Source: an optimization exercise on an open RTL-to-GDS flow (aim: small area and a short achievable clock period). Production flows keep margins and buffers that such runs may drop. Function was checked by simulation only, so behaviour that the tests miss may differ from the original. No activity file was given, so power comes from the tool's default toggle rates.

[run.sh]
#!/bin/bash
# synth_recipe.tcl (not shown) runs the flow's synth.tcl, then flattens the netlist and writes it again
# the make line also repeats each setting of config.mk as NAME=value (left out here)
make -C /OpenROAD-flow-scripts/flow DESIGN_CONFIG=/design/flow/config.mk WORK_HOME=/design/flow/orfs CLKGATE_MAP_FILE= SYNTH_SCRIPT=/design/flow/synth_recipe.tcl finish
[config.mk]
export PLATFORM = sky130hd
export DESIGN_NAME = x86_len_decoder
export DESIGN_NICKNAME = x86_len_decoder
export VERILOG_FILES = /design/flow/design.v
export SDC_FILE = /design/flow/constraint.sdc
export NUM_CORES = 4
export LEC_CHECK = 0
export CAP_MARGIN = 30
export CORE_MARGIN = 2
export CORE_UTILIZATION = 40
export SETUP_SLACK_MARGIN = 0.3
export SLEW_MARGIN = 30
[constraint.sdc]
create_clock -name core_clock -period 16.5 [get_ports {i_clk}]
set_input_delay 3.3000 -clock core_clock [delete_from_list [all_inputs] [get_ports {i_clk}]]
set_output_delay 3.3000 -clock core_clock [all_outputs]
set_load 0.01 [all_outputs]
[design.v]
package x86_decode_pkg;
    typedef enum logic [2:0] {
        GRP_NONE     = 3'd0,
        GRP_LOCK     = 3'd1,
        GRP_REP      = 3'd2,         
        GRP_SEG      = 3'd3,
        GRP_OPSIZE   = 3'd4,
        GRP_ADDRSIZE = 3'd5
    } prefix_group_e;
    typedef enum logic [1:0] {
        MN_ADD     = 2'd0,
        MN_AND     = 2'd1,
        MN_CALL    = 2'd2,
        MN_UNKNOWN = 2'd3
    } mnemonic_e;
    typedef enum logic [1:0] {
        SIZE8  = 2'b00,
        SIZE16 = 2'b01,
        SIZE32 = 2'b10
    } data_size_e;
    typedef logic [$clog2(16 + 1)-1:0] q_count_t;
    typedef struct packed {
        logic [31:0]                    addr;        
        q_count_t                       count;       
        logic [12-1:0][7:0]  bytes;       
    } byte_window_t;
    typedef struct packed {
        logic [31:0]    addr;
        logic [3:0]     length;          
        mnemonic_e      mnemonic;
        data_size_e     size;
        logic           direction;       
        logic           immediate;       
        logic [7:0]     modrm;           
        logic           opsize;          
        logic [2:0]     prefix_count;
    } instr_info_t;
endpackage
module x86_len_decoder (
    input  logic                        i_clk,
    input  logic                        i_reset,
    input  logic                        i_word_valid,
    input  logic [32-1:0]       i_word,
    output logic                        o_instr_valid,
    output logic [53:0]                 o_instr,         
    output logic                        o_overflow
);
    localparam int NB = 7;                   
    logic                   started;
    logic [4:0]             fill;
    logic [3:0]             head;            
    logic [3:0]             tail;            
    logic [3:0][31:0]       slots;
    logic [31:0]            rec_addr;
    logic [3:0]             rec_len;
    logic [1:0]             rec_mnemonic;
    logic [1:0]             rec_size;
    logic                   rec_direction;
    logic                   rec_immediate;
    logic [7:0]             rec_modrm;
    logic                   rec_opsize;
    logic [2:0]             rec_pfx;
    logic [3:0]             hs;              
    logic [3:0]             ho;              
    logic [31:0]            w0, w1;
    logic [15:0]            w2;
    logic [9:0][7:0]        win;
    logic [NB-1:0][7:0]     b;
    always_comb begin
        w0 = '0;
        w1 = '0;
        w2 = '0;
        for (int s = 0; s < 4; s++) begin
            w0 = w0 | ({32{hs[s]}} & slots[s]);
            w1 = w1 | ({32{hs[s]}} & slots[(s + 1) % 4]);
            w2 = w2 | ({16{hs[s]}} & slots[(s + 2) % 4][15:0]);
        end
        win = {w2, w1, w0};
        for (int i = 0; i < NB; i++) begin
            b[i] = '0;
            for (int o = 0; o < 4; o++) b[i] = b[i] | ({8{ho[o]}} & win[o + i]);
        end
    end
    function automatic logic [4:0] grp(input logic [7:0] x);
        grp = 5'd0;
        case (x)
            8'hF0:                          grp[0] = 1'b1;
            8'hF2, 8'hF3:               grp[1] = 1'b1;
            8'h2E, 8'h36, 8'h3E,
            8'h26, 8'h64, 8'h65:          grp[2] = 1'b1;
            8'h66:                        grp[3] = 1'b1;
            8'h67:                      grp[4] = 1'b1;
            default:                            ;
        endcase
    endfunction
    function automatic logic [1:0] mnem(input logic [7:0] op);
        if ((op <= 8'h05) || (op == 8'h80) || (op == 8'h81) || (op == 8'h83))
            mnem = 2'd0;
        else if ((op >= 8'h20) && (op <= 8'h25))
            mnem = 2'd1;
        else if ((op == 8'hE8) || (op == 8'hFF) || (op == 8'h9A))
            mnem = 2'd2;
        else
            mnem = 2'd3;
    endfunction
    function automatic logic [3:0] opc(input logic [7:0] op);
        logic unk;
        unk = (mnem(op) == 2'd3);
        opc = {unk, op == 8'hE8, op[7] && (!op[0] || op[1]), op[7] && op[0] && !op[1]};
    endfunction
    function automatic logic [5:0] mrc(input logic [7:0] m);
        mrc = 6'd0;
        case (m[7:6])
            2'b00: begin
                if (m[2:0] == 3'b100)      mrc[4] = 1'b1;
                else if (m[2:0] == 3'b101) mrc[3] = 1'b1;
                else                       mrc[0] = 1'b1;
            end
            2'b01: begin
                if (m[2:0] == 3'b100)      mrc[2] = 1'b1;
                else if (m[2:0] == 3'b101) mrc[1] = 1'b1;
                else                       mrc[0] = 1'b1;
            end
            2'b10: mrc[3] = 1'b1;
            default: mrc[5] = 1'b1;
        endcase
    endfunction
    logic [4:0][4:0]        g;
    logic [4:0][4:0]        glt;             
    logic [4:1]             ok;              
    logic [4:0]             run;             
    logic [5:0]             at;              
    logic [5:0]             osz;             
    logic [5:0][3:0]        oc;
    logic [6:1][5:0]        mc;
    logic [5:0][7:1]        rl;              
    always_comb begin
        for (int j = 0; j < 5; j++) begin
            g[j] = grp(b[j]);
            glt[j][0] = 1'b0;
            for (int k = 1; k < 5; k++) glt[j][k] = glt[j][k-1] | g[j][k-1];
        end
        for (int j = 1; j < 5; j++) ok[j] = |(g[j] & glt[j-1]);
        run[0] = |g[0];
        for (int j = 1; j < 5; j++) run[j] = run[j-1] && ok[j];
        at[0] = !run[0];
        for (int j = 1; j < 5; j++) at[j] = run[j-1] && !ok[j];
        at[5] = run[4];
        osz[0] = 1'b0;
        for (int j = 1; j < 6; j++) osz[j] = osz[j-1] || g[j-1][3];
        for (int j = 0; j < 6; j++) oc[j] = opc(b[j]);
        for (int j = 1; j < 7; j++) mc[j] = mrc(b[j]);
        for (int j = 0; j < 6; j++) begin
            logic modr;
            modr = !oc[j][3] && !oc[j][2];
            rl[j][1] = oc[j][3];
            rl[j][5] = oc[j][2];
            rl[j][2] = modr && (mc[j+1][0] || (mc[j+1][5] && !oc[j][1] && !oc[j][0]));
            rl[j][3] = modr && (mc[j+1][1] || (mc[j+1][5] && oc[j][1]));
            rl[j][4] = modr && (mc[j+1][2] || (mc[j+1][5] && oc[j][0] && osz[j]));
            rl[j][6] = modr && (mc[j+1][3] || (mc[j+1][5] && oc[j][0] && !osz[j]));
            rl[j][7] = modr && mc[j+1][4];
        end
    end
    function automatic logic [16:0] thermo(input logic [4:0] f);
        thermo = 17'd0;
        for (int k = 0; k <= 16; k++) begin
            if (5'(k) <= f) thermo[k] = 1'b1;
        end
    endfunction
    logic [16:0]            fge;
    logic [12:1]            lh;              
    logic [12:0]            t;               
    logic                   complete;
    logic                   no_room;
    always_comb begin
        fge = thermo(fill);
        lh = 12'd0;
        for (int l = 1; l <= 12; l++) begin
            for (int j = 0; j < 6; j++) begin
                if (l - j >= 1 && l - j <= 7) begin
                    if (at[j] && rl[j][l-j]) lh[l] = 1'b1;
                end
            end
        end
        for (int l = 1; l <= 12; l++) t[l] = lh[l] && fge[l];
        complete = |t[12:1];
        t[0] = !complete;
        no_room = 1'b0;
        for (int l = 1; l <= 3; l++) begin
            if (lh[l] && fge[13 + l]) no_room = 1'b1;
        end
    end
    logic [2:0]             pfx;
    logic                   opsize;
    logic [7:0]             opcode;
    logic [7:0]             modrm;
    logic [1:0]             mnemonic;
    logic [3:0]             take;
    always_comb begin
        pfx = 3'd0;
        opsize = 1'b0;
        opcode = 8'h00;
        modrm  = 8'h00;
        mnemonic = 2'd0;
        for (int j = 0; j < 6; j++) begin
            if (at[j]) begin
                pfx      = pfx | 3'(j);
                opsize   = opsize | osz[j];
                opcode   = opcode | b[j];
                mnemonic = mnemonic | mnem(b[j]);
                if (!oc[j][3] && !oc[j][2]) modrm = modrm | b[j+1];
            end
        end
        take = 4'd0;
        for (int l = 1; l <= 12; l++) begin
            if (t[l]) take = take | 4'(l);
        end
    end
    logic                   append;
    logic                   do_write;
    logic [4:0]             fill_kept;
    logic [3:0]             head_next;
    assign append   = i_word_valid && started;
    assign do_write = append && !no_room;
    always_comb begin
        fill_kept = 5'd0;
        head_next = 4'd0;
        for (int l = 0; l <= 12; l++) begin
            if (t[l]) begin
                fill_kept = fill_kept | (fill - 5'(l));
                head_next = head_next | (head + 4'(l));
            end
        end
    end
    always_ff @(posedge i_clk) begin
        if (i_reset) begin
            started       <= 1'b0;
            fill          <= 5'd0;
            head          <= 4'd0;
            hs            <= 4'd1;
            ho            <= 4'd1;
            tail          <= 4'd1;
            o_overflow    <= 1'b0;
            o_instr_valid <= 1'b0;
        end else begin
            if (i_word_valid) started <= 1'b1;
            fill          <= do_write ? fill_kept + 5'd4 : fill_kept;
            head          <= head_next;
            for (int k = 0; k < 4; k++) begin
                hs[k] <= (head_next[3:2] == 2'(k));
                ho[k] <= (head_next[1:0] == 2'(k));
            end
            if (do_write) tail <= {tail[2:0], tail[3]};
            if (append && no_room) o_overflow <= 1'b1;
            o_instr_valid <= complete;
        end
    end
    always_ff @(posedge i_clk) begin
        for (int s = 0; s < 4; s++) begin
            if (tail[s] && !no_room) slots[s] <= i_word;
        end
    end
    always_ff @(posedge i_clk) begin
        if (i_word_valid && !started) rec_addr <= i_word;
        else                          rec_addr <= rec_addr + 32'(rec_len);
        rec_len       <= take;
        rec_mnemonic  <= mnemonic;
        rec_size      <= !opcode[0] ? 2'd0 : (opsize ? 2'd1 : 2'd2);
        rec_direction <= opcode[1];
        rec_immediate <= opcode[7];
        rec_modrm     <= modrm;
        rec_opsize    <= opsize;
        rec_pfx       <= pfx;
    end
    assign o_instr = {rec_addr, rec_len, rec_mnemonic, rec_size, rec_direction,
                      rec_immediate, rec_modrm, rec_opsize, rec_pfx};
endmodule
==> results of run 1 <==
==> cell type report <==
cell class,instances,share of cell area (%)
Clock buffer,28,3.729
Clock inverter,16,1.121
Inverter,35,0.7693
Multi-Input combinational cell,1356,52.12
Sequential cell,206,31.68
Tap cell,468,3.429
Timing Repair Buffer,122,7.151
==> sequential cells by signal, indices dropped and copies added, names as in the netlist, 2 cells and up <==
register      cells
head              4
fill              5
rec_addr         32
rec_modrm         8
rec_len           4
rec_pfx           3
rec_size          2
slots           128
ho                4
tail              4
hs                4
rec_mnemonic      2
==> kinds of logic (layout without fill, tap and decap cells) <==
logic type,count (synthesis),after routing
DFF,206,206
buffers and inverters,140,201
and+or+nand+nor,527,527
xor gates and xnor gates,44,44
adders and majority gates,31,31
AOI/OAI and AO/OA,749,749
muxes,5,5
==> power by group <==
| part | switching (mW) | leakage, nW | total (mW) | internal [mW] |
|---|---|---|---|---|
| Clock | 0.226 | 0.381 | 0.554 | 0.328 |
| Combinational | 1.52 | 3.51 | 2.23 | 0.716 |
| Sequential | 0.0966 | 1.83 | 0.787 | 0.690 |
==> worst paths after layout <==
| check | from | endpoint | slack [ns] |
|---|---|---|---|
| hold / removal | o_overflow | o_overflow | 0.47 |
| hold reg to reg | o_overflow | o_overflow | 0.47 |
| setup / recovery | ho[2] | fill[4] | 10.23 |
| setup reg to reg | ho[2] | fill[4] | 10.23 |
==> worst min-delay path: cells and delay by family (launching register included) <==
kind	cells	cell delay [ns]
AO/OA/AOI/OAI	1	0.04
flip-flops	1	0.33
AND/OR/NAND/NOR	1	0.07
==> cells in the final DEF (no fill, tap or decap), types with 9 or more instances in the layout <==
master / count
a2111o_1: 9
a211oi_1: 17
a21o_1: 11
a21oi_1: 86
a221oi_1: 19
a22o_1: 133
a22oi_1: 44
a31oi_1: 19
and2_1: 23
and3_1: 14
and4_1: 17
buf_4: 28
clkbuf_16: 25
clkdlybuf4s50_1: 90
dfxtp_1: 74
edfxtp_1: 128
ha_1: 30
inv_1: 31
nand2_1: 159
nand3_1: 53
nand4_1: 37
nor2_1: 92
nor2b_1: 13
nor3_1: 32
nor4_1: 25
o2111a_1: 19
o2111ai_1: 35
o211ai_1: 22
o21a_1: 13
o21ai_0: 217
o21ai_1: 9
o22ai_1: 11
or3_1: 12
or4_1: 11
xnor2_1: 21
xor2_1: 23
==> layer usage <==
metal	GRT usage [%]	wire length, µm	vias to the layer above
li1	-	-	6870
met1	41.08	25040	7454
met2	46.60	25650	907
met3	4.329	5124	142
met4	10.22	2236	0
met5	0	0	-
==> stage by stage <==
step	setup WS [ns]	instance area (µm²)	std cells
3_5_place_dp	10.55	16220	2187
6_report	10.23	17080	2231
3_3_place_gp	10.49	16110	2183
4_1_cts	10.52	17050	2231
5_1_grt	9.937	17080	2231
2_1_floorplan	11.72	14850	1702
==> reports/qor.csv, run 1 <==
metric,value,unit
cts_root_buffer,clkbuf_16,
synth_top_area_share,25.88,%
wl_per_cell,26.02,µm
grt_pass1_vias,14414,
ctsHoldBuffers,0,
synth_cells,1702,
ys_ff_latch,206,
die_area,38680,µm²
post-route-util,46.65,%
synth.most_common_cell,o21ai_0,
seq_area_frac_synth,36.40,%
io_buffers,90,
syn_area,14850,µm²
crit_chain,"buf_4, clkinv_1, o2111ai_1, nor4_1, and4_1, o2111ai_1, nand2_1, a41oi_1, nor2_1, nor2_1, nand4b_2, nor3_1, nand3_1, nand2_1, ha_1, a21oi_1, mux2_2",
gr-total-overflow,0,
crit_buf_inv,2,
fin_crit,6.271,ns
finalCritPeriodShare,38.00,%
reg2reg_depth,17,
grt_max_degree,82,
worstPathRequired,16.92,ns
ir_worst_vdd,0.1088,mV
wl,58050,µm
cts_buffers,24,
synth_cell_type_count,93,
synth_fa_ha_area_share,2.663,%
fin_worst_skew,0.02552,ns
cp.arrival,6.69,ns
tightest_slew,1.036,ns
antenna_cells,0,
register_area,5410,µm²
fillers,3575,
syn_to_final_growth,15.01,%
ys.flop_type,edfxtp_1,
cts_buffer_depth,3,
startpoint_type,flop,
drt_iter0_drc,2262,
row_count,70,
holdWs,0.4682,ns
maxCapViolCount,0,
setup_tns,0,ns
synth_top_area_cell,edfxtp_1,
synthXorXnorAreaFrac,2.595,%
die-width,196.7,µm
final_layout_size_suffix_gt1_share,6.580,%
cts-resized-gates,0,
crit_family,simple AND/OR/NAND/NOR gates,
fin_nets,1811,
vias_per_cell,6.891,
antenna_found_initial,0,
max_freq,159.5,MHz
worst_setup_path_end_kind,flop,
path_clk_slew,0.06,ns
synthesis.nets,1768,
ys_warn_count,1,
drv_slew,0,
ant_nets,0,
synth_compound_area_share,35.87,%
ys_top_cells_by_count,"217 x o21ai_0, 159 x nand2_1, 133 x a22o_1",
p_leak,5.727,nW
critical_path_depth,17,
muxShareOfSynthArea,0.3539,%
hold_violations,0,
rsz0062_at_grt,no,
whs_path_depth,2,
synth_top_family_by_area,compound AO/OA/AOI/OAI gates,
slew_headroom,30.61,%
post-dp-hpwl,43440,µm
h-tree-depth,1,
dr.pass1.iters,7,
cp_slowest_stage_delay,1.01,ns
core-area,36610,µm²
gp_congestion,1.014,
synth-edff-count,128,
grt_pass1_wl,88020,µm
async_reset_ff_share,0,%
drc,0,
status,"complete, no violations",
via_count,15373,
synthSimpleGateAreaFrac,18.00,%
synth_area_leaders,"edfxtp_1 26%, dfxtp_1 11%, a22o_1 7.8%, o21ai_0 7.3%, nand2_1 4.0%",
syn_avg_cell_area,8.725,µm²
power.total,3.574,mW
ioPinCount,91,
crit_type,reg2reg,
crit_fanout,43,
powerDensity,209.3,nW/µm²
slowest_stage,o2111ai_1,
multi_input_area,8901,µm²
numClockSinks,206,
postCtsSetupRepairBufs,0,
setup_violations,0,
grt_usage,29.41,%
die_y,196.7,µm
cts_tree,built,
hp-class,reg2reg,
start_util,40.56,%
clkLatencyLatePin,0.55,ns
==> run 2, diff against run 1 <==
--- a/design.v
+++ b/design.v
@@ -225,12 +225,4 @@
     assign do_write = append && !no_room;
-    always_comb begin
-        fill_kept = 5'd0;
-        head_next = 4'd0;
-        for (int l = 0; l <= 12; l++) begin
-            if (t[l]) begin
-                fill_kept = fill_kept | (fill - 5'(l));
-                head_next = head_next | (head + 4'(l));
-            end
-        end
-    end
+    assign fill_kept = fill - 5'(take);
+    assign head_next = head + take;
     always_ff @(posedge i_clk) begin
==> reports/qor.csv, run 2 <==
metric,value,unit,change
largest_reg_flops,128,,unchanged
row_count,67,,-4.3%
h-tree-depth,1,,unchanged
fin_worst_skew,0.01846,ns,-0.007061 ns
dr_wl_met2,22460,µm,-12%
hold_violations,0,,unchanged
path_clk_slew,0.06,ns,about the same
grt_max_degree,83,,+1.2%
crit_fanout,65,,+51%
ir_worst_vdd,0.08859,mV,-19%
synth_compound_area_share,34.97,%,-0.90 points
post-dp-hpwl,36910,µm,-15%
syn_to_final_growth,14.19,%,
final_common_cell,o21ai_0,,
grt_usage,27.48,%,-1.9 points
synth-edff-count,128,,unchanged
synth.most_common_cell,o21ai_0,,
rsz0062_at_grt,no,,
syn_avg_cell_area,9.324,µm²,+6.9%
wl,49800,µm,-14%
routed.top_layer,met4,,
gp_congestion,0.9855,,-2.8%
ys_ff_latch,206,,unchanged
muxShareOfSynthArea,0.5349,%,+0.18 points
numClockSinks,206,,unchanged
vias_per_cell,6.619,,-3.9%
core-area,33450,µm²,-8.6%
powerDensity,194.9,nW/µm²,-6.9%
ys_warn_count,1,,unchanged
synth_top_area_share,28.33,%,+2.4 points
p_int,1.565,mW,-9.7%
io_buffers,90,,unchanged
dp_cells,1922,,-12%
multi_input_area,7543,µm²,-15%
ys.flop_type,edfxtp_1,,
slew_headroom,30.69,%,+0.084 points
cts-resized-gates,0,,unchanged
fin_crit,6.632,ns,+0.3612 ns
cp_slowest_stage_delay,0.80,ns,-0.21 ns
die_y,188.2,µm,-4.3%
wl_per_cell,25.37,µm,-2.5%
setup_violations,0,,unchanged
synth_top_family_by_area,compound AO/OA/AOI/OAI gates,,
cts_buffers,23,,-4.2%
syn_area,13570,µm²,-8.6%
hp-class,reg2reg,,
die-width,188.2,µm,-4.3%
largest-register,slots,,
status,"complete, no violations",,
drc,0,,unchanged
power_frac_seq,24.9,%,+2.9 points
combPwrFrac,57.3,%,-5.2 points
synth_fa_ha_area_share,1.623,%,-1.0 points
ioPinCount,91,,unchanged
drt_iter0_drc,1708,,-24%
synthesis.nets,1505,,-15%
synth_cells,1455,,-15%
gr-total-overflow,0,,unchanged
postCtsSetupRepairBufs,0,,unchanged
crit_type,reg2reg,,
holdWs,0.4968,ns,+0.02859 ns
p_sw,1.455,mW,-21%
ys_top_cells_by_count,"184 x o21ai_0, 128 x edfxtp_1, 113 x a22o_1",,
clkLatencyLatePin,0.53,ns,-0.02 ns
max_freq,150.8,MHz,-5.4%
synth_area_leaders,"edfxtp_1 28%, dfxtp_1 12%, a22o_1 7.3%, o21ai_0 6.8%, nand2_1 3.0%",,
start_util,40.56,%,about the same
ant_nets,0,,unchanged
grt_pass1_vias,12273,,-15%
async_reset_ff_share,0,%,unchanged
startpoint_type,flop,,
finalCritPeriodShare,40.19,%,+2.2 points
worst_setup_path_end_kind,flop,,
crit_family,simple AND/OR/NAND/NOR gates,,
route.met3.wl,4226,µm,-18%
p_clk_share,17.8,%,+2.3 points
synth_top_area_cell,edfxtp_1,,
fillers,3145,,-12%
power.total,3.020,mW,-16%
grt_pass1_wl,75200,µm,-15%
worstPathRequired,16.88,ns,-0.04 ns
finalNonFillerCells,1963,,-12%
final_layout_size_suffix_gt1_share,7.195,%,+0.62 points
ctsHoldBuffers,0,,unchanged
cts_root_buffer,clkbuf_16,,
swShare,48.19,%,-3.3 points
antenna_found_initial,0,,unchanged
p_leak,5.083,nW,-11%
synth_cell_type_count,94,,+1.1%
cts_tree,built,,
wl_met1,21740,µm,-13%
crit_buf_inv,2,,unchanged
dr.pass1.iters,7,,unchanged
antenna_cells,0,,unchanged
final_cell_mix,"184 x o21ai_0, 128 x edfxtp_1, 113 x a22o_1, 108 x nand2_1, 92 x nor2_1",,
synthSimpleGateAreaFrac,15.99,%,-2.0 points
crit_chain,"buf_4, a22oi_1, and2_1, o2111ai_1, nand2_1, nor3_1, a41oi_2, or2_2, or3_1, nand3b_1, o2111ai_1, or3_1, inv_2, ha_1, a21o_1, a21oi_1, xnor2_1, ha_1, mux2i_1, nor2_1",,
via_count,12993,,-15%
register_area,5410,µm²,unchanged
fin_nets,1549,,-14%
die_area,35410,µm²,-8.5%
synthXorXnorAreaFrac,2.379,%,-0.22 points
seq_area_frac_synth,39.84,%,+3.4 points
reg_top3,"slots (128), rec_addr (32), rec_modrm (8)",,
maxCapViolCount,0,,unchanged
cp.arrival,7.01,ns,+0.32 ns
setup_tns,0,ns,unchanged
post-route-util,46.32,%,-0.33 points
slowest_stage,o2111ai_1,,
tightest_slew,1.038,ns,+0.001303 ns
drv_slew,0,,unchanged
cts_buffer_depth,3,,unchanged
-- run 2: layer usage --
layer | vias up | GRT usage [%]
li1 | 5887 | -
met1 | 6359 | 38.59
met2 | 653 | 43.44
met3 | 94 | 4.604
met4 | 0 | 8.086
met5 | - | 0
-- run 2: power groups by stage --
stage / clock network, mW / registers [mW] / logic [mW]
2_1_floorplan: 0 / 0.745 / 1.11
3_3_place_gp: 0 / 0.757 / 1.68
3_5_place_dp: 0 / 0.759 / 1.67
4_1_cts: 0.546 / 0.750 / 1.68
5_1_grt: 0.570 / 0.764 / 1.84
6_report: 0.538 / 0.752 / 1.73
-- run 2: worst reg2reg max path: stages (launching register included) --
cell and delay (ns):
dfxtp_2 0.58, buf_4 0.62, a22oi_1 0.26, and2_1 0.20, o2111ai_1 0.80, nand2_1 0.25
nor3_1 0.31, a41oi_2 0.27, or2_2 0.41, or3_1 0.41, nand3b_1 0.43, o2111ai_1 0.35
or3_1 0.28, inv_2 0.07, ha_1 0.28, a21o_1 0.18, a21oi_1 0.18, xnor2_1 0.16
ha_1 0.26, mux2i_1 0.13, nor2_1 0.05
-- run 2: cells by family after synthesis --
group	count (synthesis)
fa+ha+maj	16
flops	206
xor+xnor	36
buf+inv	121
mux	7
compound gates	645
simple gates	424
-- run 2: path summary, 6_finish.rpt --
check / startpoint / to / slack [ns] / cells after the start
max: hs[1] / fill[3] / 9.87 / 20
min: tail[3] / tail[0] / 0.50 / 1
max reg2reg: hs[1] / fill[3] / 9.87 / 20
min reg2reg: tail[3] / tail[0] / 0.50 / 1
-- run 2: final cells by class --
| cell class | instances | share of cell area [%] |
|---|---|---|
| clock inverters | 15 | 1.300 |
| multi-input cells | 1128 | 48.69 |
| well taps | 448 | 3.618 |
| inverters | 23 | 0.5573 |
| flip-flops and latches | 206 | 34.92 |
| clock buffers | 26 | 3.788 |
| repair buffers | 117 | 7.123 |
-- run 2: through the flow --
stage	setup slack [ns]	cell area (µm²)
2_1_floorplan	11.66	13570
3_3_place_gp	10.23	14700
3_5_place_dp	10.06	14700
4_1_cts	10.03	15490
5_1_grt	9.564	15490
6_report	9.868	15490
==> run 3, diff against run 2 <==
--- a/design.v
+++ b/design.v
@@ -49,3 +49,4 @@
     logic                   started;
-    logic [4:0]             fill;
+    logic                   full;            
+    logic [4:0]             fill;            
     logic [3:0]             head;            
@@ -164,4 +165,9 @@
     end
-    function automatic logic [16:0] thermo(input logic [4:0] f);
-        thermo = 17'd0;
+    logic [1:0]             tidx;
+    logic [3:0]             diff;
+    assign tidx = {tail[3] | tail[2], tail[3] | tail[1]};
+    assign diff = {tidx, 2'b00} - head;
+    assign fill = full ? 5'd16 : {1'b0, diff};
+    function automatic logic [17:0] thermo(input logic [4:0] f);
+        thermo = 18'd0;
         for (int k = 0; k <= 16; k++) begin
@@ -170,3 +176,3 @@
     endfunction
-    logic [16:0]            fge;
+    logic [17:0]            fge;
     logic [12:1]            lh;              
@@ -221,8 +227,13 @@
     logic                   do_write;
-    logic [4:0]             fill_kept;
+    logic                   to_full;         
     logic [3:0]             head_next;
-    assign append   = i_word_valid && started;
-    assign do_write = append && !no_room;
-    assign fill_kept = fill - 5'(take);
+    assign append    = i_word_valid && started;
+    assign do_write  = append && !no_room;
     assign head_next = head + take;
+    always_comb begin
+        to_full = 1'b0;
+        for (int l = 0; l <= 4; l++) begin
+            if (t[l] && fge[12 + l] && !fge[13 + l]) to_full = 1'b1;
+        end
+    end
     always_ff @(posedge i_clk) begin
@@ -230,3 +241,3 @@
             started       <= 1'b0;
-            fill          <= 5'd0;
+            full          <= 1'b0;
             head          <= 4'd0;
@@ -239,3 +250,3 @@
             if (i_word_valid) started <= 1'b1;
-            fill          <= do_write ? fill_kept + 5'd4 : fill_kept;
+            full          <= do_write && to_full;
             head          <= head_next;
==> flow/run.sh (new file) <==
#!/bin/bash
# The standard layout, with timing repair aimed at a setup margin well above
# the design's. The clock, constraints and synthesis are the standard ones;
# only how hard the repair steps work on the worst path changes.
set -euo pipefail
bash standard.sh SETUP_SLACK_MARGIN=12 finish > standard_flow.log 2>&1
==> standard.sh (new file) <==
#!/bin/bash
# synth_recipe.tcl (not shown) runs the flow's synth.tcl, then flattens the netlist and writes it again
# the make line also repeats each setting of config.mk as NAME=value (left out here)
make -C /OpenROAD-flow-scripts/flow DESIGN_CONFIG=/design/flow/config.mk WORK_HOME=/design/flow/orfs CLKGATE_MAP_FILE= SYNTH_SCRIPT=/design/flow/synth_recipe.tcl "${@:-finish}"
--- a/config.mk
+++ b/config.mk
@@ -10,3 +10,3 @@
 export CORE_UTILIZATION = 40
-export SETUP_SLACK_MARGIN = 0.3
 export SLEW_MARGIN = 30
+export TNS_END_PERCENT = 0
removed: run.sh
==> reports/qor.csv, run 3 <==
metric,value,unit,change
cts_buffers,23,,unchanged
crit_chain,"buf_12, a22o_1, nor2_1, o2111ai_4, nand3_1, or4_4, a2111oi_4, buf_4, o22ai_4, or4_4, or2_0, a31oi_2, nor2_1, o211ai_1, ha_1, a21o_1, a21oi_2, xnor2_2, o31a_1, o31a_1",,
grt_usage,31.22,%,+3.7 points
register_area,5344,µm²,-1.2%
vias_per_cell,6.719,,+1.5%
fin_crit,5.052,ns,-1.580 ns
hold_start,o_overflow,,
gr-usage-met3,6.085,%,+1.5 points
max_freq,198.0,MHz,+31%
final_common_cell,o21ai_0,,
worst_setup_path_end_kind,flop,,
io_buffers,90,,unchanged
cp.arrival,5.46,ns,-1.55 ns
slowest_stage,or4_4,,
finalCritPeriodShare,30.62,%,-9.6 points
antenna_found_initial,1,,+1
dp_cells,1891,,-1.6%
post-dp-hpwl,35380,µm,-4.2%
reg_top3,"slots (128), rec_addr (32), rec_modrm (8)",,
antenna_cells,0,,unchanged
synth_top_area_share,29.07,%,+0.74 points
reg2reg_depth,20,,unchanged
crit_buf_inv,2,,unchanged
synth_cell_type_count,98,,+4.3%
setup_violations,0,,unchanged
wl,55640,µm,+12%
gr-total-overflow,0,,unchanged
core-area,32540,µm²,-2.7%
cts_buffer_depth,3,,unchanged
largest_reg_flops,128,,unchanged
numClockSinks,202,,-1.9%
grtUsageMet1,39.16,%,+0.57 points
critical_path_depth,20,,unchanged
seq_area_frac_synth,40.28,%,+0.43 points
path_clk_slew,0.06,ns,about the same
powerDensity,189.8,nW/µm²,-2.6%
ys_top_cells_by_count,"181 x o21ai_0, 128 x edfxtp_1, 119 x nand2_1",,
grt_pass1_vias,13157,,+7.2%
synthesis.nets,1471,,-2.3%
grt_max_degree,64,,-23%
start_util,40.64,%,+0.076 points
crit_fanout,10,,-85%
syn_avg_cell_area,9.278,µm²,-0.49%
power.total,3.252,mW,+7.7%
dr.pass1.iters,6,,-1
synth_cells,1425,,-2.1%
fin_nets,1645,,+6.2%
synth-edff-count,128,,unchanged
r2r_start,hs[0],,
startpoint_type,flop,,
crit_family,compound AO/OA/AOI/OAI gates,,
h-tree-depth,1,,unchanged
drc,0,,unchanged
multi_input_area,7968,µm²,+5.6%
ant_nets,0,,unchanged
p_leak,6.037,nW,+19%
wl_per_cell,27.05,µm,+6.6%
cp_slowest_stage_delay,0.52,ns,-0.28 ns
row_count,66,,-1.5%
tightest_slew,0.9755,ns,-0.06212 ns
fin_worst_skew,0.02008,ns,+0.001624 ns
synth_area_leaders,"edfxtp_1 29%, dfxtp_1 11%, o21ai_0 6.9%, a22o_1 6.6%, a22oi_1 3.8%",,
clkLatencyLatePin,0.53,ns,about the same
final_layout_size_suffix_gt1_share,20.50,%,+13 points
syn_area,13220,µm²,-2.5%
ctsHoldBuffers,0,,unchanged
crit_start,hs[0],,
die_area,34520,µm²,-2.5%
worstPathRequired,16.91,ns,+0.03 ns
whs_path_depth,2,,+1
gp_congestion,0.9962,,+1.1%
async_reset_ff_share,0,%,unchanged
ys.flop_type,edfxtp_1,,
ioPinCount,91,,unchanged
die_y,185.8,µm,-1.3%
hp-class,reg2reg,,
gr-usage-met2,50.23,%,+6.8 points
drt_iter0_drc,1893,,+11%
via_count,13821,,+6.4%
crit_type,reg2reg,,
synth_top_area_cell,edfxtp_1,,
drv_slew,0,,unchanged
fillers,2980,,-5.2%
ir_worst_vdd,0.09416,mV,+6.3%
finalNonFillerCells,2057,,+4.8%
maxCapViolCount,0,,unchanged
syn_to_final_growth,29.57,%,
rsz0062_at_grt,yes,,
hold_violations,0,,unchanged
post-route-util,52.65,%,+6.3 points
setup_tns,0,ns,unchanged
final_cell_mix,"136 x o21ai_0, 128 x edfxtp_1, 123 x buf_4, 118 x nand2_1",,
slew_headroom,34.28,%,+3.6 points
ys_ff_latch,202,,-1.9%
cts_root_buffer,clkbuf_16,,
cts_tree,built,,
top_usage_layer,met2,,
grt_pass1_wl,81150,µm,+7.9%
largest-register,slots,,
ys_warn_count,1,,unchanged
die-width,185.8,µm,-1.3%
synth.most_common_cell,o21ai_0,,
status,"complete, no violations",,
## run 3: cell types whose count changed after synthesis, moves of 8 or more
cell,delta
or3_1,-11
nor2_1,-16
a22o_1,-13
o2111a_1,-13
o2111ai_1,-10
buf_6,+9
nand4_1,+11
a211oi_1,+17
nand2_1,+11
o22ai_1,-10
a22oi_1,+21
nor2b_1,+8
buf_2,-15
## run 3: layer usage
metal	routed length [µm]	share of wire, %	up-vias
met1	21630	39	6600
met2	24940	45	952
li1	-	-	6018
met3	5439	9.8	249
met4	3609	6.5	2
met5	16	0.029	-
## run 3: final cells by class
class,instances,area share (%)
Timing Repair Buffer,236,13.91
Inverter,24,0.5916
Multi-Input combinational cell,1111,46.51
Clock buffer,27,3.506
Clock inverter,14,1.022
Tap cell,442,3.228
Sequential cell,202,31.19
Timing Repair inverter,1,0.04382
## run 3: through the flow
stage / hold WS (ns) / cell area (µm²) / worst slack [ns]
floorplan: 0.4757 / 13220 / 11.57
global placement: 0.4535 / 14310 / 10.27
detailed placement: 0.4676 / 14330 / 10.37
CTS: 0.4809 / 16840 / 11.58
global route: 0.5181 / 17130 / 11.30
finish: 0.4744 / 17130 / 11.45
## run 3: path summary, 6_finish.rpt
check,to,slack [ns]
worst max-delay path,hs[0],11.45
worst min-delay path,o_overflow,0.47
worst max register to register,hs[0],11.45
worst min register to register,o_overflow,0.47
## run 3: report_power, final
part,switching [mW],internal (mW),leakage [nW]
Sequential,0.0776,0.640,1.81
Clock,0.206,0.322,0.380
Combinational,1.23,0.779,3.84
Total,1.51,1.74,6.04
## run 3: cell families after synthesis
family                   Yosys count  share of synthesized area (%)
multiplexers                       4                         0.3123
AO/OA/AOI/OAI                    630                          33.93
adder cells (fa/ha/maj)           12                          1.230
AND/OR/NAND/NOR                  429                          17.02
buffers and inverters            112                          4.855
flip-flops                       202                          40.28
XOR/XNOR                          36                          2.385
## run 3: timing repair
action,in CTS,in global routing
gates cloned,13,2
pin swaps,54,19
resized for setup,171,43
setup endpoints to repair,210,205
buffers inserted,95,15
hold endpoints to repair,0,0
## run 3: tightest hold or removal path, cell delays in order (launching register included)
cell,delay [ns]
dfxtp_1,0.33
a31oi_1,0.04
nor2_1,0.07
==> run 4, diff against run 3 <==
--- a/design.v
+++ b/design.v
@@ -168,2 +168,3 @@
     assign tidx = {tail[3] | tail[2], tail[3] | tail[1]};
+    assign head = {hs[3] | hs[2], hs[3] | hs[1], ho[3] | ho[2], ho[3] | ho[1]};
     assign diff = {tidx, 2'b00} - head;
@@ -228,6 +229,41 @@
     logic                   to_full;         
-    logic [3:0]             head_next;
+    logic [3:0]             hs_next;
+    logic [3:0]             ho_next;
     assign append    = i_word_valid && started;
     assign do_write  = append && !no_room;
-    assign head_next = head + take;
+    logic [3:0]             tm;              
+    logic [3:0]             tq;              
+    logic                   wrap;
+    logic [3:0]             hs_a, hs_b;
+    always_comb begin
+        tm = 4'd0;
+        tq = 4'd0;
+        for (int l = 0; l <= 12; l++) begin
+            if (t[l]) begin
+                tm[l % 4] = 1'b1;
+                tq[l / 4] = 1'b1;
+            end
+        end
+        ho_next = 4'd0;
+        wrap    = 1'b0;
+        for (int r = 0; r < 4; r++) begin
+            for (int o = 0; o < 4; o++) begin
+                if (tm[r] && ho[o]) begin
+                    ho_next[(o + r) % 4] = 1'b1;
+                    if (o + r >= 4) wrap = 1'b1;
+                end
+            end
+        end
+        hs_a = 4'd0;
+        hs_b = 4'd0;
+        for (int q = 0; q < 4; q++) begin
+            for (int k = 0; k < 4; k++) begin
+                if (tq[q] && hs[k]) begin
+                    hs_a[(k + q) % 4]     = 1'b1;
+                    hs_b[(k + q + 1) % 4] = 1'b1;
+                end
+            end
+        end
+        hs_next = wrap ? hs_b : hs_a;
+    end
     always_comb begin
@@ -242,3 +278,2 @@
             full          <= 1'b0;
-            head          <= 4'd0;
             hs            <= 4'd1;
@@ -251,7 +286,4 @@
             full          <= do_write && to_full;
-            head          <= head_next;
-            for (int k = 0; k < 4; k++) begin
-                hs[k] <= (head_next[3:2] == 2'(k));
-                ho[k] <= (head_next[1:0] == 2'(k));
-            end
+            hs            <= hs_next;
+            ho            <= ho_next;
             if (do_write) tail <= {tail[2:0], tail[3]};
--- a/flow/run.sh
+++ b/flow/run.sh
@@ -5,2 +5,2 @@
 set -euo pipefail
-bash standard.sh SETUP_SLACK_MARGIN=12 finish > standard_flow.log 2>&1
+bash standard.sh SETUP_SLACK_MARGIN=11.5 finish > standard_flow.log 2>&1
==> reports/qor.csv, run 4 <==
metric,value,unit,change
via_count,13576,,-1.8%
hold_violations,0,,unchanged
cts_buffer_depth,2,,-1
cts_root_buffer,clkbuf_16,,
syn_to_final_growth,18.26,%,
fin_worst_skew,0.02792,ns,+0.007833 ns
path_clk_slew,0.07,ns,about the same
gr-total-overflow,0,,unchanged
drc,0,,unchanged
worstPathRequired,16.86,ns,-0.05 ns
setup_tns,0,ns,unchanged
maxCapViolCount,0,,unchanged
setup_violations,0,,unchanged
synth.most_common_cell,o21ai_0,,
post-dp-hpwl,38930,µm,+10%
r2r_start,hs[0],,
ctsHoldBuffers,0,,unchanged
regToRegSetupSlack,11.67,ns,+0.22 ns
hp-class,reg2reg,,
swShare,52.48,%,+6.0 points
final_common_cell,o21ai_0,,
tightest_slew,1.131,ns,+0.1556 ns
largest-register,slots,,
die_area,35390,µm²,+2.5%
crit_start,hs[0],,
final_layout_size_suffix_gt1_share,11.31,%,-9.2 points
ys_top_cells_by_count,"199 x o21ai_0, 139 x a22o_1, 128 x edfxtp_1",,
rsz0062_at_grt,no,,
drt_iter0_drc,1650,,-13%
reg_top3,"slots (128), rec_addr (32), rec_modrm (8)",,
worst_setup_path_end_kind,flop,,
grt_pass1_vias,12795,,-2.8%
largest_reg_flops,128,,unchanged
ant_nets,0,,unchanged
cts_buffers,17,,-26%
synth_top_area_share,28.34,%,-0.73 points
synth_area_leaders,"edfxtp_1 28%, dfxtp_1 10%, a22o_1 9.0%, o21ai_0 7.3%, nand2_1 2.9%",,
row_count,67,,+1.5%
cts_tree,built,,
synth_cells,1496,,+5.0%
crit_type,reg2reg,,
power_frac_seq,20.4,%,-1.7 points
slew_headroom,23.90,%,-10 points
synth-edff-count,128,,unchanged
max_freq,207.0,MHz,+4.6%
crit_end,hs[0],,
fin_crit,4.831,ns,-0.2207 ns
grt_max_degree,76,,+19%
holdWs,0.4892,ns,+0.01473 ns
p_leak,5.321,nW,-12%
fillers,3156,,+5.9%
ys_ff_latch,198,,-2.0%
die_y,188.1,µm,+1.2%
p_clk_share,12.7,%,-3.5 points
seq_area_frac_synth,38.68,%,-1.6 points
synth_top_area_cell,edfxtp_1,,
combPwrFrac,66.9,%,+5.2 points
cp.arrival,5.19,ns,-0.27 ns
reg2reg_depth,15,,-25%
die-width,188.1,µm,+1.2%
register_area,5258,µm²,-1.6%
gp_congestion,1.022,,+2.5%
status,"complete, no violations",,
r2r_end,hs[0],,
ys.flop_type,edfxtp_1,,
wl_per_cell,25.91,µm,-4.2%
fin_nets,1603,,-2.6%
syn_avg_cell_area,9.065,µm²,-2.3%
wl,52390,µm,-5.9%
final_cell_mix,"194 x o21ai_0, 139 x a22o_1, 128 x edfxtp_1, 105 x nand2_1, 96 x nor2_1",,
post-route-util,47.94,%,-4.7 points
start_util,40.54,%,-0.094 points
vias_per_cell,6.714,,about the same
antenna_found_initial,1,,unchanged
grt_pass1_wl,79040,µm,-2.6%
core-area,33450,µm²,+2.8%
ioPinCount,91,,unchanged
crit_fanout,62,,+52
grt_usage,29.38,%,-1.8 points
p_sw,1.788,mW,+18%
finalCritPeriodShare,29.28,%,-1.3 points
syn_area,13560,µm²,+2.6%
ir_worst_vdd,0.08926,mV,-5.2%
clkLatencyLatePin,0.47,ns,-0.06 ns
synthesis.nets,1538,,+4.6%
multi_input_area,8061,µm²,+1.2%
synth_cell_type_count,90,,-8.2%
ys_warn_count,1,,unchanged
p_int,1.619,mW,-7.0%
io_buffers,90,,unchanged
dr.pass1.iters,7,,+1
async_reset_ff_share,0,%,unchanged
numClockSinks,198,,-2.0%
antenna_cells,0,,unchanged
drv_slew,0,,unchanged
h-tree-depth,4,,+3
startpoint_type,flop,,
powerDensity,212.5,nW/µm²,+12%
[run 4: cells by family after synthesis]
| group | Yosys count | synth area share (%) |
|---|---|---|
| XOR/XNOR | 34 | 2.196 |
| multiplexers | 11 | 0.8304 |
| buffers and inverters | 119 | 4.493 |
| AO/OA/AOI/OAI | 666 | 35.48 |
| adder cells (fa/ha/maj) | 7 | 0.7012 |
| flip-flops | 198 | 38.68 |
| AND/OR/NAND/NOR | 461 | 17.62 |
[run 4: layout make-up]
type                    instances  area share, %
multi-input cells            1179          50.27
clock inverters                13          1.014
clock buffers                  19          2.762
flip-flops and latches        198          32.78
inverters                      19         0.5149
well taps                     448          3.495
repair buffers                146          9.160
[run 4: per-layer routing]
metal	routed length [µm]	vias up	track usage (%)
li1	-	6131	-
met1	22200	6568	39.53
met2	23770	731	46.42
met3	4324	144	5.334
met4	2078	2	12.45
met5	13	-	0
[run 4: worst max-delay path, stage by stage (launching register included)]
cell and delay (ns):
dfxtp_4 0.44, buf_16 0.22, a22o_1 0.28, o21ai_1 0.34
o2111ai_4 0.27, or3_4 0.46, or4_1 0.47, o211ai_1 0.16
a21oi_2 0.20, o41ai_1 0.65, a2bb2oi_1 0.27, nand3_1 0.21
nor3_2 0.08, a221o_1 0.37, mux2i_1 0.16, nand2b_1 0.08
[run 4: repair_timing]
| item | 4_1_cts | 5_1_grt |
|---|---|---|
| setup endpoints to repair | 146 | 144 |
| gates resized for setup | 18 | 73 |
| buffers inserted | 10 | 18 |
| pin swaps | 2 | 6 |
[run 4: through the flow]
stage	power (mW)	instances	setup slack, ns	instance area [µm²]
final	3.407	2022	11.67	16040
after global placement	2.723	1960	10.95	14700
after CTS	3.189	2004	11.40	15530
after detailed placement	2.717	1962	10.88	14770
after floorplan	2.007	1496	12.22	13560
after global routing	3.586	2022	11.50	16040
[run 4: power groups by stage]
| stage | Sequential (mW) | Combinational [mW] | Clock, mW |
|---|---|---|---|
| floorplan | 0.700 | 1.31 | 0 |
| global placement | 0.702 | 2.02 | 0 |
| detailed placement | 0.702 | 2.01 | 0 |
| CTS | 0.693 | 2.06 | 0.439 |
| global route | 0.706 | 2.42 | 0.458 |
| finish | 0.696 | 2.28 | 0.432 |
[run 4: how the worst min path moves through the flow]
stage	slack, ns	cells after the start	endpoint	from
after floorplan	0.47	2	tail[1]	tail[0]
after global placement	0.45	2	o_overflow	o_overflow
after detailed placement	0.47	2	o_overflow	o_overflow
after CTS	0.48	2	o_overflow	o_overflow
after global routing	0.55	2	o_overflow	o_overflow
final	0.49	2	o_overflow	o_overflow
==> run 5, diff against run 4 <==
==> flow/run.sh (replaced) <==
#!/bin/bash
# The standard layout, with two changes to how it is made:
# - timing repair aims at a setup margin well above the design's, so it
#   works on the worst path (the clock, constraints and synthesis are the
#   standard ones);
# - each port still gets its own buffer, but a plain buf_2 rather than the
#   delay cell the resizer picks by default.
set -euo pipefail
bash standard.sh SETUP_SLACK_MARGIN=11.5 \
    "BUFFER_PORTS_ARGS=-buffer_cell sky130_fd_sc_hd__buf_2" \
    finish > standard_flow.log 2>&1
==> reports/qor.csv, run 5 <==
metric,value,unit,change
status,"complete, no violations",,
cts_buffers,17,,unchanged
h-tree-depth,4,,unchanged
die-width,188.1,µm,unchanged
cp_slowest_stage_delay,0.50,ns,-0.15 ns
fin_crit,4.938,ns,+0.1071 ns
via_count,13425,,-1.1%
synthesis.nets,1538,,unchanged
row_count,67,,unchanged
io_buffers,90,,unchanged
syn_area,13560,µm²,unchanged
syn_to_final_growth,12.41,%,
grt_max_degree,85,,+12%
cts_root_buffer,clkbuf_16,,
antenna_found_initial,0,,-1
gp_congestion,1.028,,+0.59%
grt_pass1_vias,12453,,-2.7%
synth_top_area_share,28.34,%,unchanged
clkLatencyLatePin,0.46,ns,about the same
finalWorstSetupSlack,11.56,ns,-0.1071 ns
post-dp-hpwl,37420,µm,-3.9%
startpoint_type,flop,,
crit_type,reg2reg,,
synth_cells,1496,,unchanged
drc,0,,unchanged
core-area,33450,µm²,unchanged
fin_worst_skew,0.01285,ns,-0.01507 ns
dr.pass1.iters,8,,+1
numClockSinks,198,,unchanged
powerDensity,213.9,nW/µm²,+0.67%
ys_warn_count,1,,unchanged
ant_nets,0,,unchanged
seq_area_frac_synth,38.68,%,unchanged
setup_violations,0,,unchanged
wl_per_cell,25.35,µm,-2.2%
vias_per_cell,6.692,,-0.32%
cts_tree,built,,
drv_slew,0,,unchanged
drt_iter0_drc,1598,,-3.2%
slowest_stage,o31ai_1,,
p_leak,5.192,nW,-2.4%
ctsHoldBuffers,0,,unchanged
finalCritPeriodShare,29.93,%,+0.65 points
grt_usage,28.36,%,-1.0 points
crit_chain,"buf_12, a22o_1, nor2_1, o2111a_1, nor2_1, and3_1, o21ba_2, o21ai_0, o211ai_1, o31ai_1, nand3_1, a21o_1, a211o_1, mux2i_1, nor2_1",,
synth.most_common_cell,o21ai_0,,
async_reset_ff_share,0,%,unchanged
wl,50850,µm,-2.9%
fin_nets,1586,,-1.1%
final_cell_mix,"194 x o21ai_0, 139 x a22o_1, 128 x edfxtp_1, 105 x nand2_1, 97 x nor2_1",,
max_freq,202.5,MHz,-2.2%
slew_headroom,35.71,%,+12 points
place_ws,10.76,ns,-0.1209 ns
ioPinCount,91,,unchanged
largest_reg_flops,128,,unchanged
crit_fanout,81,,+31%
die_y,188.1,µm,unchanged
ys_ff_latch,198,,unchanged
synth-edff-count,128,,unchanged
ir_worst_vdd,0.08293,mV,-7.1%
setup_tns,0,ns,unchanged
final_common_cell,o21ai_0,,
hp-class,reg2reg,,
worstPathRequired,16.83,ns,-0.03 ns
hold_violations,0,,unchanged
largest-register,slots,,
grt_pass1_wl,76510,µm,-3.2%
ys_top_cells_by_count,"199 x o21ai_0, 139 x a22o_1, 128 x edfxtp_1",,
die_area,35390,µm²,unchanged
syn_avg_cell_area,9.065,µm²,unchanged
crit_top_cell,nor2_1,,
worst_setup_path_end_kind,flop,,
cp.arrival,5.27,ns,+0.08 ns
final_layout_size_suffix_gt1_share,15.09,%,+3.8 points
start_util,40.54,%,unchanged
crit_buf_inv,1,,unchanged
gr-total-overflow,0,,unchanged
path_clk_slew,0.07,ns,about the same
synth_top_area_cell,edfxtp_1,,
reg_top3,"slots (128), rec_addr (32), rec_modrm (8)",,
synth_area_leaders,"edfxtp_1 28%, dfxtp_1 10%, a22o_1 9.0%, o21ai_0 7.3%, nand2_1 2.9%",,
rsz0062_at_grt,yes,,
tightest_slew,0.9586,ns,-0.1725 ns
cts_buffer_depth,2,,unchanged
crit_family,compound AO/OA/AOI/OAI gates,,
ys.flop_type,edfxtp_1,,
maxCapViolCount,0,,unchanged
synth_cell_type_count,90,,unchanged
[run 5: changes by cell type in the layout (fill, tap and decap cells not counted), sizes merged]
cell,change
inv,+3
bufinv,-2
buf,+73
clkinvlp,-4
diode,+1
clkinv,+1
clkbuf,+2
clkdlybuf4s50,-90
[run 5: power by group]
part / total, mW / switching [mW] / internal (mW)
Sequential: 0.684 / 0.0543 / 0.630
Combinational: 2.15 / 1.48 / 0.674
Clock: 0.422 / 0.201 / 0.221
[run 5: per-layer routing]
| layer | share of wire, % | track usage (%) | wire length, µm |
|---|---|---|---|
| met3 | 8.2 | 4.941 | 4167 |
| met5 | 0 | 0 | 0 |
| met2 | 45 | 44.48 | 22840 |
| met4 | 3.5 | 11.33 | 1788 |
| met1 | 43 | 38.80 | 22060 |
[run 5: layout make-up]
| type | instances | area, µm² |
|---|---|---|
| fillers | 3247 | 18210 |
| well taps | 448 | 560.5 |
| multi-input cells | 1179 | 7928 |
| diodes | 1 | 2.502 |
| inverters | 19 | 75.07 |
| clock buffers | 21 | 493.0 |
| flip-flops and latches | 198 | 5250 |
| clock inverters | 11 | 106.4 |
| repair buffers | 129 | 828.3 |
[run 5: worst min-delay path: stages, from the launching register on]
cell and delay, ns:
dfxtp_1 0.33, a31oi_1 0.04, nor2_1 0.07
[run 5: cell families after synthesis]
logic type | share of synthesized area, %
adders and majority gates | 0.7012
and+or+nand+nor | 17.62
muxes | 0.8304
buffers and inverters | 4.493
DFF | 38.68
AOI/OAI and AO/OA | 35.48
xor gates and xnor gates | 2.196
[run 5: timing repair]
action | CTS | global route
pin swaps | 1 | 7
setup endpoints to repair | 145 | 142
buffers inserted | 1 | 12
gates resized for setup | 13 | 48
cloned | 0 | 0
[run 5: path summary, 6_finish.rpt]
kind         slack, ns  depth (start not counted)       start         end
min reg2reg       0.47                          2  o_overflow  o_overflow
min               0.47                          2  o_overflow  o_overflow
max reg2reg      11.56                         15       hs[2]       hs[2]
max              11.56                         15       hs[2]       hs[2]
[run 5: stage by stage]
stage               utilization [%]  power (mW)  std cells  cell area, µm²  hold slack (ns)
finish                        45.57       3.260       2006           15240           0.4705
global route                  45.57       3.431       2005           15240           0.4993
CTS                           44.63       3.095       1993           14930           0.4740
detailed placement            42.64       2.651       1960           14260           0.4568
global placement              42.61       2.649       1960           14250           0.4504
floorplan                         -       2.007       1496           13560           0.4699
==> run 6, diff against run 5 <==
==> flow/run.sh (replaced) <==
#!/bin/bash
# The standard layout, with three changes to how it is made:
# - timing repair aims at a setup margin well above the design's, so it
#   works on the worst path (the clock, constraints and synthesis are the
#   standard ones);
# - each port still gets its own buffer, but a plain buf_1 rather than the
#   delay cell the resizer picks by default;
# - the clock tree is built from clkbuf_8 cells.
set -euo pipefail
bash standard.sh SETUP_SLACK_MARGIN=11.5 \
    "BUFFER_PORTS_ARGS=-buffer_cell sky130_fd_sc_hd__buf_1" \
    CTS_BUF_LIST=sky130_fd_sc_hd__clkbuf_8 \
    finish > standard_flow.log 2>&1
==> reports/qor.csv, run 6 <==
metric,value,unit,change
status,"complete, no violations",,
wl,50830,µm,about the same
async_reset_ff_share,0,%,unchanged
die_y,188.1,µm,unchanged
numClockSinks,198,,unchanged
cts_root_buffer,clkbuf_8,,
ant_nets,0,,unchanged
post-dp-hpwl,37750,µm,+0.86%
start_util,40.54,%,unchanged
vias_per_cell,6.729,,+0.55%
synth_cells,1496,,unchanged
grt_pass1_wl,76430,µm,about the same
cp.arrival,5.23,ns,-0.04 ns
core-area,33450,µm²,unchanged
synth_fa_ha_area_share,0.7012,%,unchanged
muxShareOfSynthArea,0.8304,%,unchanged
hold_violations,0,,unchanged
gp_congestion,1.043,,+1.5%
multi_input_area,8018,µm²,+1.1%
gr-total-overflow,0,,unchanged
slew_headroom,37.12,%,+1.4 points
dp_cells,1958,,-0.10%
seq_area_frac_synth,38.68,%,unchanged
synth-edff-count,128,,unchanged
syn_area,13560,µm²,unchanged
synth.most_common_cell,o21ai_0,,
ir_worst_vdd,0.08522,mV,+2.8%
ys_warn_count,1,,unchanged
rsz0062_at_grt,yes,,
fin_nets,1588,,+0.13%
powerDensity,210.8,nW/µm²,-1.4%
h-tree-depth,4,,unchanged
syn_to_final_growth,10.85,%,
synth_area_leaders,"edfxtp_1 28%, dfxtp_1 10%, a22o_1 9.0%, o21ai_0 7.3%, nand2_1 2.9%",,
cts_buffer_depth,2,,unchanged
fillers,3268,,+0.65%
crit_type,reg2reg,,
synth_top_area_share,28.34,%,unchanged
via_count,13506,,+0.60%
drc,0,,unchanged
clkLatencyLatePin,0.52,ns,+0.06 ns
fin_worst_skew,0.02368,ns,+0.01083 ns
finalCritPeriodShare,29.31,%,-0.61 points
path_clk_slew,0.10,ns,+0.03 ns
synthSimpleGateAreaFrac,17.62,%,unchanged
synth_top_area_cell,edfxtp_1,,
synthesis.nets,1538,,unchanged
finalNonFillerCells,2007,,+0.050%
p_leak,4.863,nW,-6.3%
fin_crit,4.837,ns,-0.1010 ns
grt_usage,28.34,%,about the same
worstPathRequired,16.89,ns,+0.06 ns
synthXorXnorAreaFrac,2.196,%,unchanged
synth_top_family_by_area,compound AO/OA/AOI/OAI gates,,
cts_tree,built,,
io_buffers,90,,unchanged
cts_buffers,17,,unchanged
synth_cell_type_count,90,,unchanged
worst_setup_path_end_kind,flop,,
syn_avg_cell_area,9.065,µm²,unchanged
ctsHoldBuffers,0,,unchanged
antenna_cells,0,,-1
wl_per_cell,25.33,µm,about the same
ys_top_cells_by_count,"199 x o21ai_0, 139 x a22o_1, 128 x edfxtp_1",,
hp-class,reg2reg,,
final_common_cell,o21ai_0,,
dr.pass1.iters,6,,-2
setup_violations,0,,unchanged
die-width,188.1,µm,unchanged
tightest_slew,0.9408,ns,-0.01784 ns
setup_tns,0,ns,unchanged
register_area,5253,µm²,about the same
ioPinCount,91,,unchanged
grt_max_degree,85,,unchanged
grt_pass1_vias,12265,,-1.5%
power.total,3.169,mW,-2.8%
drt_iter0_drc,1703,,+6.6%
largest_reg_flops,128,,unchanged
drv_slew,0,,unchanged
largest-register,slots,,
finish.instance_area,15030,µm²,-1.4%
post-route-util,44.94,%,-0.63 points
startpoint_type,flop,,
synth_compound_area_share,35.48,%,unchanged
max_freq,206.7,MHz,+2.1%
reg_top3,"slots (128), rec_addr (32), rec_modrm (8)",,
crit_fanout,53,,-35%
final_cell_mix,"196 x o21ai_0, 139 x a22o_1, 128 x edfxtp_1, 105 x nand2_1, 96 x nor2_1",,
final_layout_size_suffix_gt1_share,10.01,%,-5.1 points
row_count,67,,unchanged
maxCapViolCount,0,,unchanged
die_area,35390,µm²,unchanged
ys.flop_type,edfxtp_1,,
ys_ff_latch,198,,unchanged
antenna_found_initial,2,,+2
dpl-instance-area,14150,µm²,-0.81%
run 6: layout make-up:
class	count	area share, %
Clock inverter	14	0.9655
Inverter	19	0.4994
Sequential cell	198	34.94
Multi-Input combinational cell	1179	53.34
Clock buffer	18	1.648
Timing Repair Buffer	131	4.878
Tap cell	448	3.729
run 6: final timing paths:
path | start | endpoint | slack, ns | cells past startpoint
max | ho[0] | hs[0] | 11.66 | 15
min | o_overflow | o_overflow | 0.49 | 2
max reg2reg | ho[0] | hs[0] | 11.66 | 15
min reg2reg | o_overflow | o_overflow | 0.49 | 2
run 6: critical path: stages (launching register included):
cell	delay, ns
dfxtp_1	0.32
buf_4	0.48
inv_1	0.52
o2111ai_4	0.54
nand2_1	0.17
or4_1	0.58
o211ai_1	0.17
a21oi_2	0.20
nor3_1	0.27
buf_4	0.25
and3_1	0.33
a21o_1	0.16
nor3_2	0.06
a221o_1	0.38
mux2i_1	0.16
nand2b_1	0.08
run 6: through the flow:
step | setup slack [ns] | hold slack [ns]
floorplan | 12.22 | 0.4699
global placement | 11.03 | 0.4577
detailed placement | 10.93 | 0.4672
CTS | 11.51 | 0.4882
global route | 11.48 | 0.5262
finish | 11.66 | 0.4876
run 6: what timing repair did:
item / in CTS / in global routing
buffers inserted: 4 / 13
pin swaps: 1 / 7
resized for setup: 20 / 53
endpoints found under the setup margin: 143 / 142
gates cloned: 0 / 0
run 6: cells by family after synthesis:
family                     count (synthesis)
AOI/OAI and AO/OA                        666
DFF                                      198
adders and majority gates                  7
buffers and inverters                    119
muxes                                     11
xor gates and xnor gates                  34
and+or+nand+nor                          461
run 6: routing by layer:
metal / up-vias / track usage (%) / share of wire [%]
li1: 6084 / - / -
met1: 6589 / 39.23 / 44
met2: 717 / 43.97 / 44
met3: 114 / 5.109 / 8.3
met4: 2 / 10.90 / 3.6
met5: - / 0 / 0.035
run 6: power by group:
part	total, mW	switching [mW]	internal [mW]
clock network	0.314	0.187	0.127
registers	0.684	0.0542	0.630
logic	2.17	1.49	0.677
==> run 7, diff against run 6 <==
==> flow/run.sh (replaced) <==
#!/bin/bash
set -euo pipefail
bash standard.sh SETUP_SLACK_MARGIN=11.5 \
    "SETUP_MOVE_SEQUENCE=unbuffer,sizeup,swap" \
    "BUFFER_PORTS_ARGS=-buffer_cell sky130_fd_sc_hd__buf_1" \
    finish > standard_flow.log 2>&1
--- a/config.mk
+++ b/config.mk
@@ -7,6 +7,7 @@
 export LEC_CHECK = 0
-export CAP_MARGIN = 30
+export CAP_MARGIN = 10
 export CORE_MARGIN = 2
 export CORE_UTILIZATION = 40
-export SLEW_MARGIN = 30
+export CTS_BUF_LIST = sky130_fd_sc_hd__clkbuf_8
+export SLEW_MARGIN = 10
 export TNS_END_PERCENT = 0
==> reports/qor.csv, run 7 <==
metric,value,unit,change
final_layout_size_suffix_gt1_share,9.468,%,-0.54 points
syn_avg_cell_area,9.065,µm²,unchanged
p_leak,4.762,nW,-2.1%
antenna_found_initial,4,,+2
powerDensity,208.6,nW/µm²,-1.1%
rsz0062_at_grt,no,,
ys_ff_latch,198,,unchanged
ys_top_cells_by_count,"199 x o21ai_0, 139 x a22o_1, 128 x edfxtp_1",,
die-width,188.1,µm,unchanged
cts_buffer_depth,2,,unchanged
hp-class,reg2reg,,
max_freq,208.0,MHz,+0.62%
wl,50430,µm,-0.78%
ys.flop_type,edfxtp_1,,
cp_slowest_stage_delay,0.66,ns,+0.08 ns
largest-register,slots,,
setup_violations,0,,unchanged
core-area,33450,µm²,unchanged
route.met3.wl,4083,µm,-3.0%
worstPathRequired,16.85,ns,-0.04 ns
wl_per_cell,25.34,µm,about the same
finalWorstSetupSlack,11.69,ns,+0.02960 ns
dp_cells,1958,,unchanged
cts_tree,built,,
setup_tns,0,ns,unchanged
crit_top_cell,nor2_1,,
drv_slew,0,,unchanged
finish.instance_area,14880,µm²,-0.99%
start_util,40.54,%,unchanged
numClockSinks,198,,unchanged
cp.arrival,5.16,ns,-0.07 ns
synth_area_leaders,"edfxtp_1 28%, dfxtp_1 10%, a22o_1 9.0%, o21ai_0 7.3%, nand2_1 2.9%",,
io_buffers,90,,unchanged
dr_wl_met2,22440,µm,-0.58%
final_cell_mix,"196 x o21ai_0, 139 x a22o_1, 128 x edfxtp_1, 103 x nand2_1, 97 x nor2_1",,
seq_area_frac_synth,38.68,%,unchanged
grt_pass1_vias,12259,,-0.049%
routed.top_layer,met5,,
synth_cell_type_count,90,,unchanged
synth.most_common_cell,o21ai_0,,
h-tree-depth,4,,unchanged
syn_to_final_growth,9.753,%,
synthesis.nets,1538,,unchanged
maxCapViolCount,0,,unchanged
synth_top_area_share,28.34,%,unchanged
synthSimpleGateAreaFrac,17.62,%,unchanged
cts_root_buffer,clkbuf_8,,
final_common_cell,o21ai_0,,
synth_cells,1496,,unchanged
cts_buffers,17,,unchanged
startpoint_type,flop,,
dpl-instance-area,14120,µm²,-0.19%
hold_violations,0,,unchanged
antenna_cells,0,,unchanged
crit_fanout,53,,unchanged
vias_per_cell,6.711,,-0.27%
reg_top3,"slots (128), rec_addr (32), rec_modrm (8)",,
place_ws,10.92,ns,-0.01610 ns
die_y,188.1,µm,unchanged
status,"complete, no violations",,
gp_congestion,1.043,,unchanged
dr.pass1.iters,8,,+2
gr-total-overflow,0,,unchanged
ir_worst_vdd,0.08414,mV,-1.3%
synth_compound_area_share,35.48,%,unchanged
async_reset_ff_share,0,%,unchanged
synth_fa_ha_area_share,0.7012,%,unchanged
synth_top_area_cell,edfxtp_1,,
slew_headroom,19.00,%,-18 points
die_area,35390,µm²,unchanged
clkLatencyLatePin,0.51,ns,about the same
worst_setup_path_end_kind,flop,,
largest_reg_flops,128,,unchanged
muxShareOfSynthArea,0.8304,%,unchanged
finalCritPeriodShare,29.14,%,-0.18 points
crit_chain,"buf_6, clkinvlp_4, o2111ai_2, nor2_1, nand4_1, o21ai_0, o21ai_1, nor2_2, a222oi_1, o211ai_2, nor3_4, a31oi_4, mux2i_1, nor2_1",,
grt_pass1_wl,75490,µm,-1.2%
slowest_stage,o2111ai_2,,
ioPinCount,91,,unchanged
drc,0,,unchanged
path_clk_slew,0.10,ns,about the same
ant_nets,0,,unchanged
synthXorXnorAreaFrac,2.196,%,unchanged
grt_usage,27.92,%,-0.42 points
post-dp-hpwl,37560,µm,-0.50%
wl_met1,22070,µm,-0.59%
fin_crit,4.807,ns,-0.02960 ns
drt_iter0_drc,1521,,-11%
synth-edff-count,128,,unchanged
fin_nets,1571,,-1.1%
tightest_slew,1.184,ns,+0.2436 ns
fin_worst_skew,0.02436,ns,+0.0006748 ns
via_count,13355,,-1.1%
row_count,67,,unchanged
ys_warn_count,1,,unchanged
crit_type,reg2reg,,
syn_area,13560,µm²,unchanged
grt_max_degree,85,,unchanged
synth_top_family_by_area,compound AO/OA/AOI/OAI gates,,
finalNonFillerCells,1990,,-0.85%
## run 7: power by group
| part | leakage [nW] | switching (mW) | total [mW] | internal [mW] |
|---|---|---|---|---|
| clock | 0.201 | 0.183 | 0.308 | 0.125 |
| sequential | 1.78 | 0.0541 | 0.684 | 0.630 |
| combinational | 2.78 | 1.48 | 2.11 | 0.632 |
## run 7: area by class of cell
type                    count  area (µm²)
clock buffers              18       247.7
well taps                 448       560.5
flip-flops and latches    198        5250
multi-input cells        1179        8039
inverters                  19       78.83
clock inverters            14       131.4
repair buffers            114       575.6
fillers                  3280       18570
## run 7: worst max-delay path, delay by kind of cell, from the launching register on
kind                   cells  cell delay, ns
buffers and inverters      2            0.91
AOI/OAI and AO/OA          6            2.27
and+or+nand+nor            5            0.92
DFF                        1            0.33
muxes                      1            0.18
## run 7: metrics by stage
step                power (mW)  hold WS, ns  util, %
finish                   3.105       0.4817    44.50
global route             3.267       0.5524    44.50
CTS                      2.963       0.4838    43.62
detailed placement       2.630       0.4624    42.21
global placement         2.643       0.4577    42.21
floorplan                2.007       0.4699        -
## run 7: final timing paths
kind               from  slack, ns         end  depth (start not counted)
min reg2reg  o_overflow       0.48  o_overflow                          2
max               ho[1]      11.69       hs[2]                         14
min          o_overflow       0.48  o_overflow                          2
max reg2reg       ho[1]      11.69       hs[2]                         14
## run 7: per-layer routing
layer | vias to the layer above | GRT usage, %
met4 | 2 | 10.96
met5 | - | 0
li1 | 6060 | -
met2 | 694 | 44.02
met3 | 114 | 5.465
met1 | 6485 | 37.72
## run 7: kinds of logic after synthesis
logic type	Yosys count
buf+inv	119
mux	11
xor+xnor	34
simple gates	461
fa+ha+maj	7
flops	198
compound gates	666
## run 7: timing repair
action                                  in CTS  in global routing
setup buffers                                0                  0
endpoints found under the setup margin     145                142
pin swaps                                    1                  8
resized for setup                           19                 62
hold buffers                                 0                  0

[re-timing with driven ports]
No port has a modelled driver above. Below, the same layouts with a new extraction and two added sets of constraints. Step 1, drivers: a clkbuf_16 drives i_clk and a buf_2 each remaining input, both assumed. Step 2 adds t to the input delays and takes it off the output delays; t is the mean of the earliest and latest rising clock arrival at the registers after step 1. Input paths then give back, and output paths get back, about the clock's delay inside the block. a / b / c = ideal ports / drivers / drivers and shift; a / b = the first two.
| run | t, ns | slack for setup (ns) | worst setup path after step 2 | latest minus earliest clock arrival (ns) | worst slew at a driven data input, ns |
|---|---|---|---|---|---|
| run 1 | 0.589 | 10.229 / 10.229 / 10.229 | register to register | 0.026 / 0.025 | 0.04 |
| run 2 | 0.571 | 9.868 / 9.868 / 9.868 | register to register | 0.019 / 0.019 | 0.05 |
| run 3 | 0.571 | 11.449 / 11.449 / 11.449 | register to register | 0.020 / 0.020 | 0.04 |
| run 4 | 0.515 | 11.669 / 11.658 / 11.669 | register to register | 0.028 / 0.028 | 0.04 |
| run 5 | 0.504 | 11.562 / 11.562 / 11.562 | register to register | 0.013 / 0.013 | 0.04 |
| run 6 | 0.555 | 11.663 / 11.663 / 11.663 | register to register | 0.023 / 0.024 | 0.04 |
| run 7 | 0.548 | 11.693 / 11.693 / 11.693 | register to register | 0.024 / 0.025 | 0.04 |
After both steps setup and hold are still met in every run listed.
